What follows belongs to an exercise in optimizing a design on an open flow for small area, a short achievable clock period and few clock cycles per item; a production flow would make more cautious choices. Function was checked by simulation only, so behaviour that the tests miss may differ from the original. Power figures rest on the tool's default switching activity, not on a simulated workload.

==> flow/design.v (outline; a module is shown in full before it is edited, if it fits) <==
// module frame_scanner: 158 lines
// module line_buffer: 38 lines
// module window_regs: 53 lines
// module conv_engine: 2144 lines
// module conv_top: 115 lines
module conv_top (
    input  logic                                  clk_i,
    input  logic                                  rstn_i,
    input  logic                                  cfg_valid_i,
    input  logic [9*8-1:0]    cfg_coef_i,
    input  conv_pkg::conv_mode_e                  cfg_mode_i,
    input  logic                                  cfg_sat_i,
    input  logic                                  pix_valid_i,
    input  conv_pkg::pix_t                        pix_i,
    input  logic                                  stall_i,
    output logic                                  busy_o,
    output logic                                  out_valid_o,
    output conv_pkg::pix_t                        out_pix_o
);
  // ...
==> flow/flow/run.sh <==
#!/bin/bash
set -euo pipefail
bash standard.sh \
  SETUP_SLACK_MARGIN=7.0 \
  "CTS_ARGS=-sink_clustering_enable -repair_clock_nets -dont_use_dummy_load -sink_clustering_size 16 -sink_clustering_max_diameter 40 -buf_list sky130_fd_sc_hd__clkbuf_8 -root_buf sky130_fd_sc_hd__clkbuf_16" \
  finish > flow_make.log 2>&1
==> flow/standard.sh <==
#!/bin/bash
# synth_recipe.tcl (not shown) runs the flow's synth.tcl, then flattens the netlist and writes it again
# the make line also repeats each setting of config.mk as NAME=value (left out here)
make -C /OpenROAD-flow-scripts/flow DESIGN_CONFIG=/design/flow/config.mk WORK_HOME=/design/flow/orfs CLKGATE_MAP_FILE= SYNTH_SCRIPT=/design/flow/synth_recipe.tcl "${@:-finish}"
==> flow/config.mk <==
export PLATFORM = sky130hd
export DESIGN_NAME = conv_top
export DESIGN_NICKNAME = conv_top
export VERILOG_FILES = /design/flow/design.v
export SDC_FILE = /design/flow/constraint.sdc
export NUM_CORES = 4
export LEC_CHECK = 0
export CAP_MARGIN = 20
export CORE_MARGIN = 2
export CORE_UTILIZATION = 60
export CTS_BUF_LIST = sky130_fd_sc_hd__clkbuf_8
export CTS_CLUSTER_DIAMETER = 40
export CTS_CLUSTER_SIZE = 16
export SLEW_MARGIN = 20
==> flow/constraint.sdc <==
create_clock -name core_clock -period 11.0 [get_ports {clk_i}]
set_input_delay 2.2000 -clock core_clock [delete_from_list [all_inputs] [get_ports {clk_i}]]
set_output_delay 2.2000 -clock core_clock [all_outputs]
set_load 0.01 [all_outputs]
==> notes.md, run 1 <==
post-CTS setup buffer count=93; CP Max Fanout=5; Core Region=0.231 sq mm; Seq/Total Area, Yosys=82.1%; hold_ws=269 ps; fillers=approximately 16000; CP Cell Sequence=buf_4 > mux4_2 > nand2_4 > xor2_2 > fa_1 > fa_1 > fa_2 > fa_1 > inv_1 > fa_1 > mux2_2; CTS max path bufs=4; Post-Synth XOR/XNOR Area=under 10%; multi-input combinational area share=about 15%; Overflow after GRT=0; buffering overhead=1.58%; min cycle time layout=3980 ps; CP arrival=4710 ps; Crit. End Element=flip-flop; share of flip-flops with an asynchronous set or reset=0%; outcome=finished clean; die height=486 microns; Combinational Power Share=13.8%; Pleak=61.0 nW; CTS resizes=82; commonest cells after routing, fill and taps aside=dfxtp_1 (5280), clkbuf_8 (430), inv_1 (373), nand2_1 (319), fa_1 (276); FF/Latch Area=0.115 sq mm; residual DRC count=0; number of clock buffers in the layout=roughly 460; Max-cap violations=0; sequential power=21.8 mW; mux cell area share after synthesis=under 10%; CTS buffer count=between 400 and 500; WHS Path Cells=0; post-route clock period utilization=36.1%; Comb. pwr=5.05 mW; synthesis warning total=5; Sw Ratio=25.0%; synth unique cells=74; first-pass GRT wire length=around 380 mm
Testbench counts, summed over its fixed seeds: cycles 1,542,548, pixels 1,536,000.
==> inputs of run 2 (changes only) <==
==> flow/flow/run.sh (replaced) <==
#!/bin/bash
set -euo pipefail
bash standard.sh \
  SETUP_SLACK_MARGIN=7.0 \
  "CTS_ARGS=-sink_clustering_enable -repair_clock_nets -dont_use_dummy_load -sink_clustering_size 20 -sink_clustering_max_diameter 45 -buf_list sky130_fd_sc_hd__clkbuf_8 -root_buf sky130_fd_sc_hd__clkbuf_16" \
  finish > flow_make.log 2>&1
--- a/flow/config.mk
+++ b/flow/config.mk
@@ -9,6 +9,6 @@
 export CORE_MARGIN = 2
 export CORE_UTILIZATION = 60
 export CTS_BUF_LIST = sky130_fd_sc_hd__clkbuf_8
-export CTS_CLUSTER_DIAMETER = 40
-export CTS_CLUSTER_SIZE = 16
+export CTS_CLUSTER_DIAMETER = 45
+export CTS_CLUSTER_SIZE = 20
 export SLEW_MARGIN = 20
==> notes.md, run 2 <==
outcome=finished clean (unchanged); Final Hold Viols=0 (unchanged); GR Util All Layers=21.2% (was 21.5%); clock-pin slew on the worst setup and hold paths=110 ps (was 90 ps); NetSw=9.05 mW (was 9.16 mW); final net count=9757 (was 9786); DRT antenna net count=0 (unchanged); share of flip-flops with an asynchronous set or reset=0% (unchanged); 1st-iter DRT viols=3210 (was 3283); commonest non-fill, non-tap cell in the layout=dfxtp_1 (unchanged); synthesis warning total=5 (unchanged); CTS tree=built (unchanged); first-pass GRT wire length=372 mm (was 377 mm); PortBufs=97 (unchanged); Die W=486 microns (unchanged); Post-synth top flop=dfxtp_1 (unchanged); Max Fclk=251 MHz (about the same); # H-tree levels=5 (unchanged); simple logic cell fraction of the synthesized area=3.03% (unchanged); EDFF count, synth=266 (unchanged); commonest cells in the synthesized netlist=dfxtp_1 (5319), inv_1 (380), nand2_1 (333) (unchanged); CP Max Fanout=2 (was 5); CP Class=reg2reg (unchanged); largest family of logic cells by synthesized area=adder cells (unchanged); mux cell area share after synthesis=3.29% (unchanged); P per Cell Area=238 mW/mm^2 (was 241 mW/mm^2); global placement routability congestion=0.881 (unchanged); post-route clock period utilization=36.3% (was 36.1%); Post-Route WL=250 mm (was 252 mm); Max-cap violations=0 (unchanged); Synth Net Count=9278 (unchanged); Worst Slack Setup Final=7010 ps (was 7020 ps); largest registers=i_line_buffer.row0_r: 2560 flops, i_line_buffer.row1_r: 2560 flops, i_conv_engine.dig_r: 108 flops (unchanged); die area=0.236 sq mm (unchanged); startpoint types=flip-flop (unchanged); Yosys top cell by area=dfxtp_1 (unchanged); Initial Util=60.5% (unchanged); Pleak=60.8 nW (was 61.0 nW); unrepaired setup endpoints after global routing=yes (unchanged); hold_ws=228 ps (was 269 ps); largest net degree at the start of global routing=74 (unchanged); share of cells above drive strength 1=10.1% (about the same); Area Overhead vs Synth=8.70% (was 9.02%); Sink Count=5585 (unchanged); post-synthesis register bit count=5585 (unchanged); CTS max path bufs=4 (unchanged); CTS buffer count=408 (was 463); min cycle time layout=3990 ps (was 3980 ps); internal power=27.0 mW (was 27.4 mW); Overflow after GRT=0 (unchanged); commonest cells after routing, fill and taps aside=dfxtp_1 (5269), clkbuf_8 (375), inv_1 (371), nand2_1 (317), fa_1 (274) (was dfxtp_1 (5280), clkbuf_8 (430), inv_1 (373), nand2_1 (319), fa_1 (276)); fin. max-slew vios=0 (unchanged); Seq/Total Area, Yosys=82.1% (unchanged); synthesized area=0.139 sq mm (unchanged); Root Driver=clkbuf_16 (unchanged); final setup fails=0 (unchanged); setup_tns=0 ps (unchanged); CP arrival=4540 ps (was 4710 ps); Post-Synth XOR/XNOR Area=2.15% (unchanged); I/O pins=98 (unchanged); clock latency on the worst-skew pair=910 ps (was 920 ps); vias=59200 (about the same); top cells by area, synth=dfxtp_1 (76%), edfxtp_1 (5.7%), fa_1 (4.1%) (unchanged); Compound-Gate Fraction of Synth Area=2.71% (unchanged); final setup skew=134 ps (was 102 ps); average cell area after synthesis=15.8 sq um (unchanged); initial antenna violation count=31 (was 37); pre-CTS setup slack=6070 ps (unchanged); worst min-delay path class=reg2reg (unchanged); cell with the most instances after synthesis=dfxtp_1 (unchanged); Reg power frac=60.5% (was 59.6%); Wirelength per Cell=20.3 microns (was 20.4 microns); worst-margin pin slew=1100 ps (about the same); Syn Inst Count=8796 (unchanged); drt via density=4.81 (was 4.80); synth unique cells=74 (unchanged); Core Region=0.231 sq mm (unchanged); largest vdd supply drop=188 uV (was 187 uV); die height=486 microns (unchanged); TritonRoute pass-1 iters=5 (was 8); Sw Ratio=25.1% (was 25.0%); Combinational Power Share=14.1% (was 13.8%); residual DRC count=0 (unchanged); adder-cell area share of the yosys netlist=5.08% (unchanged); Crit. End Element=flip-flop (unchanged); Site Rows=176 (unchanged); slew margin rel.=26.8% (was 26.6%); hpwl dp=169 mm (unchanged); Clock Power Share=25.4% (was 26.6%); vias in the first global route=59800 (was 60700); Worst EP required=11550 ps (was 11730 ps); Synth top area share=76.4% (unchanged)
## run 2: cell counts after synthesis
Identical to the previous run, type by type.
## run 2: worst paths after layout
path	from	endpoint	slack, ps	depth (start not counted)
max	i_conv_engine.dig_r[4][3]$_DFFE_PP_	i_conv_engine.r2b_r[11]$_DFFE_PP_	7010	12
min	i_line_buffer.row0_r[2089]$_DFF_P_	i_line_buffer.row0_r[2081]$_DFF_P_	230	0
max reg2reg	i_conv_engine.dig_r[4][3]$_DFFE_PP_	i_conv_engine.r2b_r[11]$_DFFE_PP_	7010	12
min reg2reg	i_line_buffer.row0_r[2089]$_DFF_P_	i_line_buffer.row0_r[2081]$_DFF_P_	230	0
## run 2: critical path, stage by stage (launching register included)
cell and delay, ps:
edfxtp_1 410, buf_12 160, fa_1 540, inv_2 70
fa_1 540, inv_2 40, fa_1 500, inv_2 40
fa_2 350, fa_1 490, inv_1 50, fa_1 480
inv_1 40
## run 2: repair_timing
item | 4_1_cts | 5_1_grt
gates resized for setup | 116 | 84
hold buffers | 0 | 0
pin swaps | 14 | 30
setup buffers | 103 | 57
setup endpoints to repair | 76 | 49
## run 2: cells by family after synthesis
| family | count (synthesis) |
|---|---|
| muxes | 408 |
| AOI/OAI and AO/OA | 591 |
| adders and majority gates | 394 |
| and+or+nand+nor | 875 |
| xor gates and xnor gates | 342 |
| buffers and inverters | 601 |
| DFF | 5585 |
## run 2: layout make-up
type / count / area [sq um]
antenna: 11 / 27.5
inverter: 380 / 1430
timing repair buffer: 290 / 2610
clock buffer: 408 / 5990
fill: 15700 / 79000
sequential: 5585 / 115000
tap: 3026 / 3790
multi-input combinational: 2610 / 23200
## run 2: power by group through the flow
| stage | registers, mW | clock network, mW | logic (mW) |
|---|---|---|---|
| CTS | 21.8 | 9.48 | 5.07 |
| floorplan | 21.9 | 0 | 3.62 |
| global placement | 22.3 | 0 | 4.87 |
| detailed placement | 22.3 | 0 | 4.95 |
| finish | 21.8 | 9.16 | 5.08 |
| global route | 21.9 | 10.2 | 5.74 |
## run 2: per-layer routing
| metal | wire length, microns | global-route usage, % |
|---|---|---|
| met4 | 9360 | 8.13 |
| met2 | 111000 | 32.6 |
| met5 | 40 | 0 |
| met3 | 11100 | 3.64 |
| met1 | 119000 | 30.4 |
## run 2: metrics by stage
step | power [mW] | cells | cell area (sq um) | utilization, %
6_report | 36.1 | 12300 | 152000 | 65.7
3_5_place_dp | 27.3 | 11700 | 144000 | 62.3
3_3_place_gp | 27.2 | 11700 | 144000 | 62.3
4_1_cts | 36.4 | 12200 | 151000 | 65.4
2_1_floorplan | 25.5 | 8796 | 139000 | -
5_1_grt | 37.8 | 12300 | 152000 | 65.7

==> separate check: timing with driven ports <==
In the flow no input, the clock included, has a driving cell. The finished layouts below were timed again as built, in two steps. Step 1 assumes that a clkbuf_16 drives the clock port and a buf_2 every other input. Step 2, shift: input delay + t, output delay - t, t = (earliest + latest rising clock arrival at the registers) / 2. This alone moves slack from input paths to output paths. Three values: ideal ports, drivers, drivers and shift; two values: the first two.
| run | t (ns) | setup slack, ns | hold slack, ns | worst setup path after step 2 | clock arrival spread, ns |
|---|---|---|---|---|---|
| run 1 | 0.946 | 7.024 / 6.999 / 6.204 | 0.269 / 0.269 / 0.269 | input to register | 0.140 / 0.140 |
| run 2 | 0.932 | 7.010 / 7.010 / 6.263 | 0.228 / 0.228 / 0.228 | input to register | 0.145 / 0.145 |
After both steps every run listed still meets setup and hold. For run 1, which loses most, drivers alone change the setup slack by -0.025 ns; drivers and shift together by -0.820 ns.
